Source: an optimization exercise on an open RTL-to-GDS flow (aim: small area, a short achievable clock period and few clock cycles). Production flows keep margins and buffers that such runs may drop.
At most, simulation tests tie the RTL to the original design; equivalence was not proved.

==> run a <==
==> flow/design.v (excerpt) <==
module calendar_date_stepper
#(
    parameter int unsigned MAX_YEAR = 9999
) (
    input  logic               aclk,
    input  logic               aresetn,
    input  logic               cfg_wr_en,
    input  logic [MASK_W-1:0]  cfg_wr_data,
    input  logic               s_valid,
    output logic               s_ready,
    input  logic [1:0]         s_req_type,
    input  logic               s_step_back,
    input  logic [COUNT_W-1:0] s_step_count,
    input  logic [DAY_W-1:0]   s_load_day,
    input  logic [MONTH_W-1:0] s_load_month,
    input  logic [YEAR_W-1:0]  s_load_year,
    output logic               m_valid,
    input  logic               m_ready,
    output logic [DAY_W-1:0]   m_out_day,
    output logic [MONTH_W-1:0] m_out_month,
    output logic [YEAR_W-1:0]  m_out_year,
    output logic [WD_W-1:0]    m_weekday,
    output logic [DOY_W-1:0]   m_day_of_year,
    output logic               m_is_leap,
    output logic [DAY_W-1:0]   m_month_length,
    output logic               m_date_valid,
    output logic               m_is_weekend,
    output logic               m_range_error
);
==> flow/config.mk <==
export PLATFORM = sky130hd
export DESIGN_NAME = calendar_date_stepper
export DESIGN_NICKNAME = calendar_date_stepper
export VERILOG_FILES = /design/flow/design.v
export SDC_FILE = /design/flow/constraint.sdc
export NUM_CORES = 4
export LEC_CHECK = 0
export CAP_MARGIN = 20
export CORE_MARGIN = 2
export CORE_UTILIZATION = 40
export SLEW_MARGIN = 20
==> flow/constraint.sdc <==
create_clock -name core_clock -period 9.0 [get_ports {aclk}]
set_input_delay 1.8000 -clock core_clock [delete_from_list [all_inputs] [get_ports {aclk}]]
set_output_delay 1.8000 -clock core_clock [all_outputs]
set_load 0.01 [all_outputs]
run.sh (not shown) runs the stock make flow with config.mk's settings and CLKGATE_MAP_FILE= SYNTH_SCRIPT=/design/flow/synth_recipe.tcl, a recipe that flattens the netlist after the stock synthesis.
==> inputs of run b, as changes to run a <==
--- a/flow/design.v
+++ b/flow/design.v
@@ -170,12 +170,13 @@
 );
     localparam logic signed [15:0] MAXY = 16'(MAX_YEAR);
     typedef enum logic [2:0] {
         ST_IDLE = 3'd0,
         ST_D1   = 3'd1,
         ST_D2   = 3'd2,
+        ST_M1   = 3'd3,
         ST_M2   = 3'd4,
         ST_G    = 3'd5,
         ST_RW   = 3'd6
     } state_t;
     state_t st;
     logic [4:0]  o_day;
@@ -190,15 +191,13 @@
     logic        o_err;
     logic        mvalid;
     logic [8:0]  yc400;    
     logic [6:0]  mask;
     logic               rmon;     
     logic               rback;
-    logic signed [10:0] acc;
-    logic signed [9:0]  de;
-    logic               wc;
+    logic signed [17:0] acc;
     logic [2:0]         wdn;
     logic signed [15:0] wy;
     logic signed [10:0] wx;
     logic [3:0]         wm;
     logic [4:0]         wdd;
     logic               werr;
@@ -213,70 +212,61 @@
     logic        fit, is_day, is_mon, is_step, nz_cnt;
     logic [2:0]  nmod7;
     logic [3:0]  wsum;
     logic [2:0]  wdn_next;
     logic signed [17:0] acc_acc;
     logic [8:0]  acc_a;
-    logic signed [17:0] acc_b;
+    logic [17:0] acc_b;
     assign fit     = o_valid && (o_year != 14'd0) && (o_year <= 14'(MAX_YEAR));
     assign is_day  = (s_req_type == 2'd1);
     assign is_mon  = (s_req_type == 2'd2);
     assign is_step = is_day || is_mon;
     assign nz_cnt  = (s_step_count != 16'd0);
     cds_mod7 u_nmod7 (.x(s_step_count), .r(nmod7));
     logic [2:0] nsel;
     assign nsel     = s_step_back ? ~nmod7 : nmod7;
     assign wsum     = 4'(o_wd) + 4'(nsel);
     assign wdn_next = (wsum >= 4'd7) ? 3'(wsum + 4'd1) : wsum[2:0];
     logic [8:0] doy_m1;
+    logic [3:0] mterm;
     assign doy_m1 = o_doy - 9'd1;
-    assign acc_a  = s_step_back ? o_doy : doy_m1;
-    assign acc_b  = s_step_back ? ~{2'b00, s_step_count} : {2'b00, s_step_count};
+    assign mterm  = s_step_back ? 4'd12 - o_month : o_month - 4'd1;
+    assign acc_a  = is_day ? (s_step_back ? o_doy : doy_m1) : 9'(mterm);
+    assign acc_b  = (is_day && s_step_back) ? ~{2'b00, s_step_count} : {2'b00, s_step_count};
     assign acc_acc = 18'(acc_a) + acc_b;
-    logic signed [23:0] bx, p45;
-    logic signed [9:0]  de_next;
-    logic signed [10:0] xe_next;
-    assign bx      = 24'(acc_b);
-    assign p45     = (bx <<< 5) + (bx <<< 3) + (bx <<< 2) + bx
-                     + 24'({acc_a, 5'b0}) + 24'({acc_a, 3'b0}) + 24'({acc_a, 2'b0}) + 24'(acc_a);
-    assign de_next = 10'(p45 >>> 14);
-    assign xe_next = 11'(yc400) + 11'(de_next);
-    logic [13:0] n3q;
-    logic [1:0]  n3r;
-    logic [3:0]  mterm;
-    logic [4:0]  mt;
-    logic        mcar;
-    logic [3:0]  mr;
-    cds_div3 #(.W(14)) u_div3 (.x(s_step_count[15:2]), .q(n3q), .r(n3r));
-    assign mterm = s_step_back ? 4'd12 - o_month : o_month - 4'd1;
-    assign mt    = 5'({n3r, s_step_count[1:0]}) + 5'(mterm);
-    assign mcar  = (mt >= 5'd12);
-    assign mr    = mcar ? 4'(mt - 5'd12) : mt[3:0];
+    logic signed [10:0] a7;
+    logic signed [16:0] prod45;
+    logic signed [9:0]  de;
+    logic signed [10:0] xe;
     logic signed [10:0] t4, t4s, d4, pd;
     logic [2:0]         cnt;
     logic [2:0]         kx;
     logic [10:0]        dy365;
     logic signed [10:0] r0;
     logic               e_lp, e_lm, e_lpp;
+    assign a7     = acc[17:7];
+    assign prod45 = (17'(a7) <<< 5) + (17'(a7) <<< 3) + (17'(a7) <<< 2) + 17'(a7);
+    assign de     = 10'(prod45 >>> 7);
+    assign xe     = 11'(yc400) + 11'(de);
     assign t4     = 11'(yc400[1:0]) + 11'(de) + 11'sd3;
     assign t4s    = t4 >>> 2;
     assign d4     = t4s - 11'(yc400[1:0] != 2'd0);
-    assign cnt    = 3'(wx > -11'sd100) + 3'(wx > 11'sd0) + 3'(wx > 11'sd100) + 3'(wx > 11'sd200)
-                    + 3'(wx > 11'sd300) + 3'(wx > 11'sd400) + 3'(wx > 11'sd500);
+    assign cnt    = 3'(xe > -11'sd100) + 3'(xe > 11'sd0) + 3'(xe > 11'sd100) + 3'(xe > 11'sd200)
+                    + 3'(xe > 11'sd300) + 3'(xe > 11'sd400) + 3'(xe > 11'sd500);
     assign kx     = 3'(yc400 > 9'd0) + 3'(yc400 > 9'd100) + 3'(yc400 > 9'd200) + 3'(yc400 > 9'd300);
-    assign pd     = d4 - 11'(cnt) + 11'(kx) + 11'(wx > 11'sd0) + 11'(wx > 11'sd400)
+    assign pd     = d4 - 11'(cnt) + 11'(kx) + 11'(xe > 11'sd0) + 11'(xe > 11'sd400)
                     - 11'(yc400 != 9'd0) + 11'sd1;
     assign dy365  = (11'(de) << 8) + (11'(de) << 6) + (11'(de) << 5) + (11'(de) << 3)
                     + (11'(de) << 2) + 11'(de);
     assign r0     = acc[10:0] - dy365 - pd;
-    assign e_lp   = (wx[1:0] == 2'd0) && (wx != -11'sd100) && (wx != 11'sd100) && (wx != 11'sd200)
-                    && (wx != 11'sd300) && (wx != 11'sd500);
-    assign e_lm   = (wx[1:0] == 2'd1) && (wx != -11'sd99) && (wx != 11'sd101) && (wx != 11'sd201)
-                    && (wx != 11'sd301) && (wx != 11'sd501);
-    assign e_lpp  = (wx[1:0] == 2'd3) && (wx != -11'sd101) && (wx != 11'sd99) && (wx != 11'sd199)
-                    && (wx != 11'sd299) && (wx != 11'sd499);
+    assign e_lp   = (xe[1:0] == 2'd0) && (xe != -11'sd100) && (xe != 11'sd100) && (xe != 11'sd200)
+                    && (xe != 11'sd300) && (xe != 11'sd500);
+    assign e_lm   = (xe[1:0] == 2'd1) && (xe != -11'sd99) && (xe != 11'sd101) && (xe != 11'sd201)
+                    && (xe != 11'sd301) && (xe != 11'sd501);
+    assign e_lpp  = (xe[1:0] == 2'd3) && (xe != -11'sd101) && (xe != 11'sd99) && (xe != 11'sd199)
+                    && (xe != 11'sd299) && (xe != 11'sd499);
     logic               rneg, rover;
     logic [9:0]         rfix;
     logic signed [15:0] yfin;
     logic signed [10:0] xfin;
     logic [8:0]         ycfin;
     logic               lfin;
@@ -298,39 +288,46 @@
     assign ycfin = 9'(xfin + ((xfin < 11'sd0) ? 11'sd400 : (xfin >= 11'sd400) ? -11'sd400 : 11'sd0));
     assign lfin  = rneg ? fl_m : rover ? fl_p : fl_e;
     cds_doy_split u_split (.r(rfix[8:0]), .leap(lfin), .m(dc_m), .d(dc_d));
     cds_month_len u_dclen (.leap(lfin), .m(dc_m), .len(dc_len));
     assign dc_hi = (yfin > MAXY);
     assign dc_lo = (yfin < 16'sd1);
+    logic [14:0] m3q;
+    logic [1:0]  m3r;
+    logic [12:0] mq;
+    logic [3:0]  mr;
+    cds_div3 #(.W(15)) u_div3 (.x(acc[16:2]), .q(m3q), .r(m3r));
+    assign mq = m3q[12:0];
+    assign mr = {m3r, acc[1:0]};
     logic signed [15:0] ymv;
     logic               f_hi, f_lo;
     logic [13:0]        yc;
     logic [3:0]         mc;
     logic [1:0]         dys;
     logic signed [3:0]  nf;
     logic               h30;
     logic [13:0]        fy;
     logic [7:0]         fq;
     logic [6:0]         frem;
-    assign ymv  = 16'(o_year) + (rback ? ~{3'b0, wq} : {3'b0, wq}) + 16'(rback ? !wc : wc);
+    assign ymv  = 16'(o_year) + (rback ? ~{3'b0, wq} : {3'b0, wq}) + 16'(rback);
     assign f_hi = !rback && (ymv > MAXY);
     assign f_lo = rback && (ymv < 16'sd1);
     assign yc   = f_hi ? 14'(MAX_YEAR) : f_lo ? 14'd1 : ymv[13:0];
     assign mc   = f_hi ? 4'd12 : f_lo ? 4'd1 : wm;
     always_comb begin
         if (f_hi)                 dys = (o_year >= 14'd9997) ? 2'(2'd3 - o_year[1:0]) : 2'd3;
         else if (f_lo)            dys = (o_year <= 14'd3) ? 2'(o_year - 14'd1) : 2'd3;
-        else if ((wq >= 13'd3) || ((wq == 13'd2) && wc)) dys = 2'd3;
-        else                      dys = wq[1:0] + 2'(wc);
+        else if (wq >= 13'd3)     dys = 2'd3;
+        else                      dys = wq[1:0];
     end
     always_comb begin
         if (!rback) nf = 4'(dys) - 4'(mc == 4'd1) + 4'(o_month == 4'd1);
         else        nf = 4'(dys) - 4'(o_month < 4'd3) + 4'(mc < 4'd3);
     end
     cds_pass30 u_p30 (.back(rback), .from(o_month), .to(mc), .hit(h30));
-    assign fy = (st == ST_IDLE) ? s_load_year : ymv[13:0];
+    assign fy = (st == ST_IDLE) ? s_load_year : yc;
     cds_div100 u_div100 (.y(fy), .q(fq), .rem(frem));
     logic        g_lp, g_lm, g_lpp, g_feb;
     logic [4:0]  g_l, g_d, g_len;
     logic        g_valid;
     logic [8:0]  g_cum, g_doy;
     logic [2:0]  g_wd;
@@ -351,41 +348,27 @@
     cds_days_before u_gcum (.m(wm), .days(g_cum));
     assign g_valid = (g_len != 5'd0) && (g_d != 5'd0) && (g_d <= g_len);
     assign g_doy   = g_cum + 9'(g_lp && (wm > 4'd2)) + 9'(g_d);
     logic [1:0]  g_a4;
     logic        g_bnz, g_xnz;
     logic [4:0]  g_k;
+    logic [10:0] g_s;
     assign g_a4    = wq[1:0];
     assign g_bnz   = (wrem != 7'd0);
     assign g_xnz   = g_bnz || (g_a4 != 2'd0);
     always_comb begin
         case (g_a4)
             2'd0:    g_k = 5'd5;
             2'd1:    g_k = 5'd10;
             2'd2:    g_k = 5'd15;
             default: g_k = 5'd20;
         endcase
     end
-    logic [7:0] g_yp;
-    logic [2:0] g_ym, g_cm;
-    logic [5:0] g_ds;
-    assign g_yp = 8'(wrem) + 8'((8'(wrem) + 8'd3) >> 2) + 8'(g_k) - 8'(g_bnz) + 8'(g_xnz);
-    cds_mod7 u_ymod7 (.x(16'(g_yp)), .r(g_ym));
-    always_comb begin
-        case (wm)
-            4'd2, 4'd3, 4'd11: g_cm = 3'd3;
-            4'd4, 4'd7:        g_cm = 3'd6;
-            4'd5:              g_cm = 3'd1;
-            4'd6:              g_cm = 3'd4;
-            4'd8:              g_cm = 3'd2;
-            4'd9, 4'd12:       g_cm = 3'd5;
-            default:           g_cm = 3'd0;
-        endcase
-    end
-    assign g_ds = 6'(g_ym) + 6'(g_cm) + 6'(g_lp && (wm > 4'd2)) + 6'(g_d);
-    cds_mod7 u_gmod7 (.x(16'(g_ds)), .r(g_wd));
+    assign g_s     = 11'(wrem) + 11'((8'(wrem) + 8'd3) >> 2) + 11'(g_doy) + 11'(g_k)
+                     - 11'(g_bnz) + 11'(g_xnz);
+    cds_mod7 u_gmod7 (.x(16'(g_s)), .r(g_wd));
     always_comb begin
         case (g_a4)
             2'd0:    g_yc400 = 9'(wrem);
             2'd1:    g_yc400 = 9'd100 + 9'(wrem);
             2'd2:    g_yc400 = 9'd200 + 9'(wrem);
             default: g_yc400 = 9'd300 + 9'(wrem);
@@ -418,19 +401,20 @@
             if (commit_r || commit_d || commit_g) mvalid <= 1'b1;
             else if (m_ready)                     mvalid <= 1'b0;
             unique case (st)
                 ST_IDLE: begin
                     if (s_valid) begin
                         if (s_req_type == 2'd0) st <= ST_G;
-                        else if (acc_step)      st <= is_day ? ST_D1 : ST_M2;
+                        else if (acc_step)      st <= is_day ? ST_D1 : ST_M1;
                         else if (!outfree)      st <= ST_RW;
                     end
                 end
                 ST_RW:   if (outfree) st <= ST_IDLE;
                 ST_D1:   st <= ST_D2;
                 ST_D2:   if (outfree) st <= ST_IDLE;
+                ST_M1:   st <= ST_M2;
                 ST_M2:   st <= ST_G;
                 ST_G:    if (outfree) st <= ST_IDLE;
                 default: st <= ST_IDLE;
             endcase
             if (commit_r) begin
                 o_err   <= (st == ST_RW) ? werr : (is_step && !fit);
@@ -468,44 +452,46 @@
         end
     end
     always_ff @(posedge aclk) begin
         unique case (st)
             ST_IDLE: begin
                 rback <= s_step_back;
-                acc   <= acc_acc[10:0];
-                de    <= de_next;
-                wx    <= xe_next;
-                wc    <= mcar;
+                acc   <= acc_acc;
                 wdn   <= wdn_next;
                 rmon  <= is_mon;
                 werr  <= is_step && !fit;
-                wq    <= is_mon ? n3q[12:0] : 13'(fq);
+                wq    <= 13'(fq);
                 wrem  <= frem;
                 if (s_req_type == 2'd0) begin
                     wdd <= s_load_day;
                     wm  <= s_load_month;
                     wy  <= 16'(s_load_year);
                 end else begin
                     wdd <= o_day;
-                    wm  <= s_step_back ? 4'd12 - mr : mr + 4'd1;
+                    wm  <= o_month;
                     wy  <= 16'(o_year);
                 end
             end
             ST_D1: begin
-                acc  <= r0;
+                acc  <= 18'(r0);
                 wy   <= 16'(o_year) + 16'(de);
+                wx   <= xe;
                 fl_e <= e_lp;
                 fl_m <= e_lm;
                 fl_p <= e_lpp;
             end
+            ST_M1: begin
+                wq <= mq;
+                wm <= rback ? 4'd12 - mr : mr + 4'd1;
+            end
             ST_M2: begin
                 wy    <= 16'(yc);
                 wm    <= mc;
                 werr  <= f_hi || f_lo;
-                wq    <= f_hi ? 13'd99 : f_lo ? 13'd0 : 13'(fq);
-                wrem  <= f_hi ? 7'd99 : f_lo ? 7'd1 : frem;
+                wq    <= 13'(fq);
+                wrem  <= frem;
                 nfc   <= (nf >= 4'sd2) ? 2'd2 : (nf == 4'sd1) ? 2'd1 : 2'd0;
                 has30 <= h30;
             end
             default: ;
         endcase
     end
--- a/flow/config.mk
+++ b/flow/config.mk
@@ -4,8 +4,9 @@
 export VERILOG_FILES = /design/flow/design.v
 export SDC_FILE = /design/flow/constraint.sdc
 export NUM_CORES = 4
 export LEC_CHECK = 0
 export CAP_MARGIN = 20
 export CORE_MARGIN = 2
-export CORE_UTILIZATION = 40
+export CORE_UTILIZATION = 60
+export SETUP_SLACK_MARGIN = 2.5
 export SLEW_MARGIN = 20
==> inputs of run c, as changes to run a <==
--- a/flow/design.v
+++ b/flow/design.v
@@ -94,14 +94,17 @@
     logic              neg, over;
     assign p41  = {6'b0, y[13:6]} + {1'b0, y[13:6], 5'b0} + {3'b0, y[13:6], 3'b0};
     assign qe   = p41[13:6];
     assign r0   = y[8:0] - {qe, 6'b0} - {qe, 5'b0} - {qe, 2'b0};
     assign neg  = r0[8];
     assign over = !neg && (r0 >= 9'sd100);
+    logic [6:0] rp, rm;
+    assign rp   = 7'(r0[6:0] + 7'd100);
+    assign rm   = 7'(r0[6:0] - 7'd100);
     assign q    = qe + {{7{neg}}, neg || over};
-    assign rem  = 7'(r0 + (neg ? 9'sd100 : over ? -9'sd100 : 9'sd0));
+    assign rem  = neg ? rp : over ? rm : r0[6:0];
 endmodule
 module cds_div3 #(
     parameter int W = 15
 ) (
     input  logic [W-1:0] x,
     output logic [W-1:0] q,
@@ -200,24 +203,25 @@
     logic signed [15:0] wy;
     logic signed [10:0] wx;
     logic [3:0]         wm;
     logic [4:0]         wdd;
     logic               werr;
     logic [12:0]        wq;
+    logic [1:0]         wa;       
     logic [6:0]         wrem;
     logic [1:0]         nfc;
     logic               has30;
     logic               fl_e, fl_m, fl_p;
     logic outfree;
     assign outfree = !mvalid || m_ready;
     assign s_ready = (st == ST_IDLE);
     logic        fit, is_day, is_mon, is_step, nz_cnt;
     logic [2:0]  nmod7;
     logic [3:0]  wsum;
     logic [2:0]  wdn_next;
-    logic signed [17:0] acc_acc;
+    logic [10:0] acc_acc;
     logic [8:0]  acc_a;
     logic signed [17:0] acc_b;
     assign fit     = o_valid && (o_year != 14'd0) && (o_year <= 14'(MAX_YEAR));
     assign is_day  = (s_req_type == 2'd1);
     assign is_mon  = (s_req_type == 2'd2);
     assign is_step = is_day || is_mon;
@@ -228,20 +232,31 @@
     assign wsum     = 4'(o_wd) + 4'(nsel);
     assign wdn_next = (wsum >= 4'd7) ? 3'(wsum + 4'd1) : wsum[2:0];
     logic [8:0] doy_m1;
     assign doy_m1 = o_doy - 9'd1;
     assign acc_a  = s_step_back ? o_doy : doy_m1;
     assign acc_b  = s_step_back ? ~{2'b00, s_step_count} : {2'b00, s_step_count};
-    assign acc_acc = 18'(acc_a) + acc_b;
-    logic signed [23:0] bx, p45;
+    assign acc_acc = 11'(acc_a) + acc_b[10:0];
+    logic signed [11:0] bx;
+    logic [7:0]         ax45;
+    logic signed [17:0] p45;
     logic signed [9:0]  de_next;
     logic signed [10:0] xe_next;
-    assign bx      = 24'(acc_b);
-    assign p45     = (bx <<< 5) + (bx <<< 3) + (bx <<< 2) + bx
-                     + 24'({acc_a, 5'b0}) + 24'({acc_a, 3'b0}) + 24'({acc_a, 2'b0}) + 24'(acc_a);
-    assign de_next = 10'(p45 >>> 14);
+    assign bx      = acc_b[17:6];
+    always_comb begin
+        case (acc_a[8:6])
+            3'd0:    ax45 = 8'd0;
+            3'd1:    ax45 = 8'd45;
+            3'd2:    ax45 = 8'd90;
+            3'd3:    ax45 = 8'd135;
+            3'd4:    ax45 = 8'd180;
+            default: ax45 = 8'd225;
+        endcase
+    end
+    assign p45     = (18'(bx) <<< 5) + (18'(bx) <<< 3) + (18'(bx) <<< 2) + 18'(bx) + 18'(ax45);
+    assign de_next = 10'(p45 >>> 8);
     assign xe_next = 11'(yc400) + 11'(de_next);
     logic [13:0] n3q;
     logic [1:0]  n3r;
     logic [3:0]  mterm;
     logic [4:0]  mt;
     logic        mcar;
@@ -306,13 +321,13 @@
     logic [13:0]        yc;
     logic [3:0]         mc;
     logic [1:0]         dys;
     logic signed [3:0]  nf;
     logic               h30;
     logic [13:0]        fy;
-    logic [7:0]         fq;
+    logic [1:0]         fq;
     logic [6:0]         frem;
     assign ymv  = 16'(o_year) + (rback ? ~{3'b0, wq} : {3'b0, wq}) + 16'(rback ? !wc : wc);
     assign f_hi = !rback && (ymv > MAXY);
     assign f_lo = rback && (ymv < 16'sd1);
     assign yc   = f_hi ? 14'(MAX_YEAR) : f_lo ? 14'd1 : ymv[13:0];
     assign mc   = f_hi ? 4'd12 : f_lo ? 4'd1 : wm;
@@ -332,15 +347,15 @@
     logic        g_lp, g_lm, g_lpp, g_feb;
     logic [4:0]  g_l, g_d, g_len;
     logic        g_valid;
     logic [8:0]  g_cum, g_doy;
     logic [2:0]  g_wd;
     logic [8:0]  g_yc400;
-    assign g_lp  = (wy[1:0] == 2'd0) && ((wrem != 7'd0)  || (wq[1:0] == 2'd0));
-    assign g_lm  = (wy[1:0] == 2'd1) && ((wrem != 7'd1)  || (wq[1:0] == 2'd0));
-    assign g_lpp = (wy[1:0] == 2'd3) && ((wrem != 7'd99) || (wq[1:0] == 2'd3));
+    assign g_lp  = (wy[1:0] == 2'd0) && ((wrem != 7'd0)  || (wa == 2'd0));
+    assign g_lm  = (wy[1:0] == 2'd1) && ((wrem != 7'd1)  || (wa == 2'd0));
+    assign g_lpp = (wy[1:0] == 2'd3) && ((wrem != 7'd99) || (wa == 2'd3));
     assign g_feb = !rback ? ((wm >= 4'd2) ? g_lp : g_lm) : ((wm <= 4'd2) ? g_lp : g_lpp);
     always_comb begin
         if (!rmon)             g_l = 5'd31;
         else if (nfc == 2'd2)  g_l = 5'd28;
         else if (nfc == 2'd1)  g_l = g_feb ? 5'd29 : 5'd28;
         else if (has30)        g_l = 5'd30;
@@ -351,26 +366,25 @@
     cds_days_before u_gcum (.m(wm), .days(g_cum));
     assign g_valid = (g_len != 5'd0) && (g_d != 5'd0) && (g_d <= g_len);
     assign g_doy   = g_cum + 9'(g_lp && (wm > 4'd2)) + 9'(g_d);
     logic [1:0]  g_a4;
     logic        g_bnz, g_xnz;
     logic [4:0]  g_k;
-    assign g_a4    = wq[1:0];
+    assign g_a4    = wa;
     assign g_bnz   = (wrem != 7'd0);
     assign g_xnz   = g_bnz || (g_a4 != 2'd0);
     always_comb begin
         case (g_a4)
             2'd0:    g_k = 5'd5;
             2'd1:    g_k = 5'd10;
             2'd2:    g_k = 5'd15;
             default: g_k = 5'd20;
         endcase
     end
     logic [7:0] g_yp;
     logic [2:0] g_ym, g_cm;
-    logic [5:0] g_ds;
     assign g_yp = 8'(wrem) + 8'((8'(wrem) + 8'd3) >> 2) + 8'(g_k) - 8'(g_bnz) + 8'(g_xnz);
     cds_mod7 u_ymod7 (.x(16'(g_yp)), .r(g_ym));
     always_comb begin
         case (wm)
             4'd2, 4'd3, 4'd11: g_cm = 3'd3;
             4'd4, 4'd7:        g_cm = 3'd6;
@@ -378,14 +392,30 @@
             4'd6:              g_cm = 3'd4;
             4'd8:              g_cm = 3'd2;
             4'd9, 4'd12:       g_cm = 3'd5;
             default:           g_cm = 3'd0;
         endcase
     end
-    assign g_ds = 6'(g_ym) + 6'(g_cm) + 6'(g_lp && (wm > 4'd2)) + 6'(g_d);
-    cds_mod7 u_gmod7 (.x(16'(g_ds)), .r(g_wd));
+    logic [3:0] g_es, g_ws;
+    logic [2:0] g_e, g_dm;
+    assign g_es = 4'(g_ym) + 4'(g_cm) + 4'(g_lp && (wm > 4'd2));
+    assign g_e  = (g_es >= 4'd14) ? 3'(g_es - 4'd14) : (g_es >= 4'd7) ? 3'(g_es - 4'd7) : g_es[2:0];
+    always_comb begin
+        case (g_d)
+            5'd7, 5'd14, 5'd21, 5'd28:  g_dm = 3'd0;
+            5'd1, 5'd8, 5'd15, 5'd22, 5'd29: g_dm = 3'd1;
+            5'd2, 5'd9, 5'd16, 5'd23, 5'd30: g_dm = 3'd2;
+            5'd3, 5'd10, 5'd17, 5'd24, 5'd31: g_dm = 3'd3;
+            5'd4, 5'd11, 5'd18, 5'd25: g_dm = 3'd4;
+            5'd5, 5'd12, 5'd19, 5'd26: g_dm = 3'd5;
+            5'd6, 5'd13, 5'd20, 5'd27: g_dm = 3'd6;
+            default: g_dm = 3'd0;
+        endcase
+    end
+    assign g_ws = 4'(g_e) + 4'(g_dm);
+    assign g_wd = (g_ws >= 4'd7) ? 3'(g_ws - 4'd7) : g_ws[2:0];
     always_comb begin
         case (g_a4)
             2'd0:    g_yc400 = 9'(wrem);
             2'd1:    g_yc400 = 9'd100 + 9'(wrem);
             2'd2:    g_yc400 = 9'd200 + 9'(wrem);
             default: g_yc400 = 9'd300 + 9'(wrem);
@@ -475,13 +505,14 @@
                 de    <= de_next;
                 wx    <= xe_next;
                 wc    <= mcar;
                 wdn   <= wdn_next;
                 rmon  <= is_mon;
                 werr  <= is_step && !fit;
-                wq    <= is_mon ? n3q[12:0] : 13'(fq);
+                wq    <= n3q[12:0];
+                wa    <= fq;
                 wrem  <= frem;
                 if (s_req_type == 2'd0) begin
                     wdd <= s_load_day;
                     wm  <= s_load_month;
                     wy  <= 16'(s_load_year);
                 end else begin
@@ -498,13 +529,13 @@
                 fl_p <= e_lpp;
             end
             ST_M2: begin
                 wy    <= 16'(yc);
                 wm    <= mc;
                 werr  <= f_hi || f_lo;
-                wq    <= f_hi ? 13'd99 : f_lo ? 13'd0 : 13'(fq);
+                wa    <= f_hi ? 2'd3 : f_lo ? 2'd0 : fq;
                 wrem  <= f_hi ? 7'd99 : f_lo ? 7'd1 : frem;
                 nfc   <= (nf >= 4'sd2) ? 2'd2 : (nf == 4'sd1) ? 2'd1 : 2'd0;
                 has30 <= h30;
             end
             default: ;
         endcase
==> notes <==
Run b finished with setup timing left. Run a completed and failed the layout checks on setup timing. Run c finished with setup timing left. Flip-flop and latch count: run b < run a < run c. The lowest setup slack belongs to run b, the highest to run a. Of run a and run b, run b has the higher via count (gap about 4%, measured against run b). Between run c and run a, the lower maximum frequency is in run c (gap 1.7%, measured against run a).
Testbench counts of run b, summed over its fixed seeds: cycles 2,927.
Function not checked in run a and run c: the RTL went through the layout flow alone.

## port drivers added, routing unchanged
The flow's constraints put no driver on any port. The routed layouts listed below were extracted and timed again, unchanged, in two steps. Step 1 (the two cells are an assumption about what drives the block):
set clk [get_ports {aclk}]
set_driving_cell -lib_cell sky130_fd_sc_hd__clkbuf_16 $clk
set_driving_cell -lib_cell sky130_fd_sc_hd__buf_2 [delete_from_list [all_inputs] $clk]
Step 2, shift: input delay + t, output delay - t, t = (earliest + latest rising clock arrival at the registers) / 2. This alone moves slack from input paths to output paths. Slacks: no drivers / after step 1 / after step 2; pairs: no drivers / after step 1.
run	t, ns	setup slack, ns	worst setup path at the end	clock arrival spread, ns	slew at the worst register clock pin (ns)
run a	0.538	-0.081 / -0.081 / -0.081	register to register	0.017 / 0.017	0.08 / 0.08
run b	0.514	-2.423 / -2.423 / -2.423	register to register	0.013 / 0.013	0.08 / 0.08
run c	0.528	-0.235 / -0.235 / -0.235	register to register	0.017 / 0.017	0.08 / 0.08
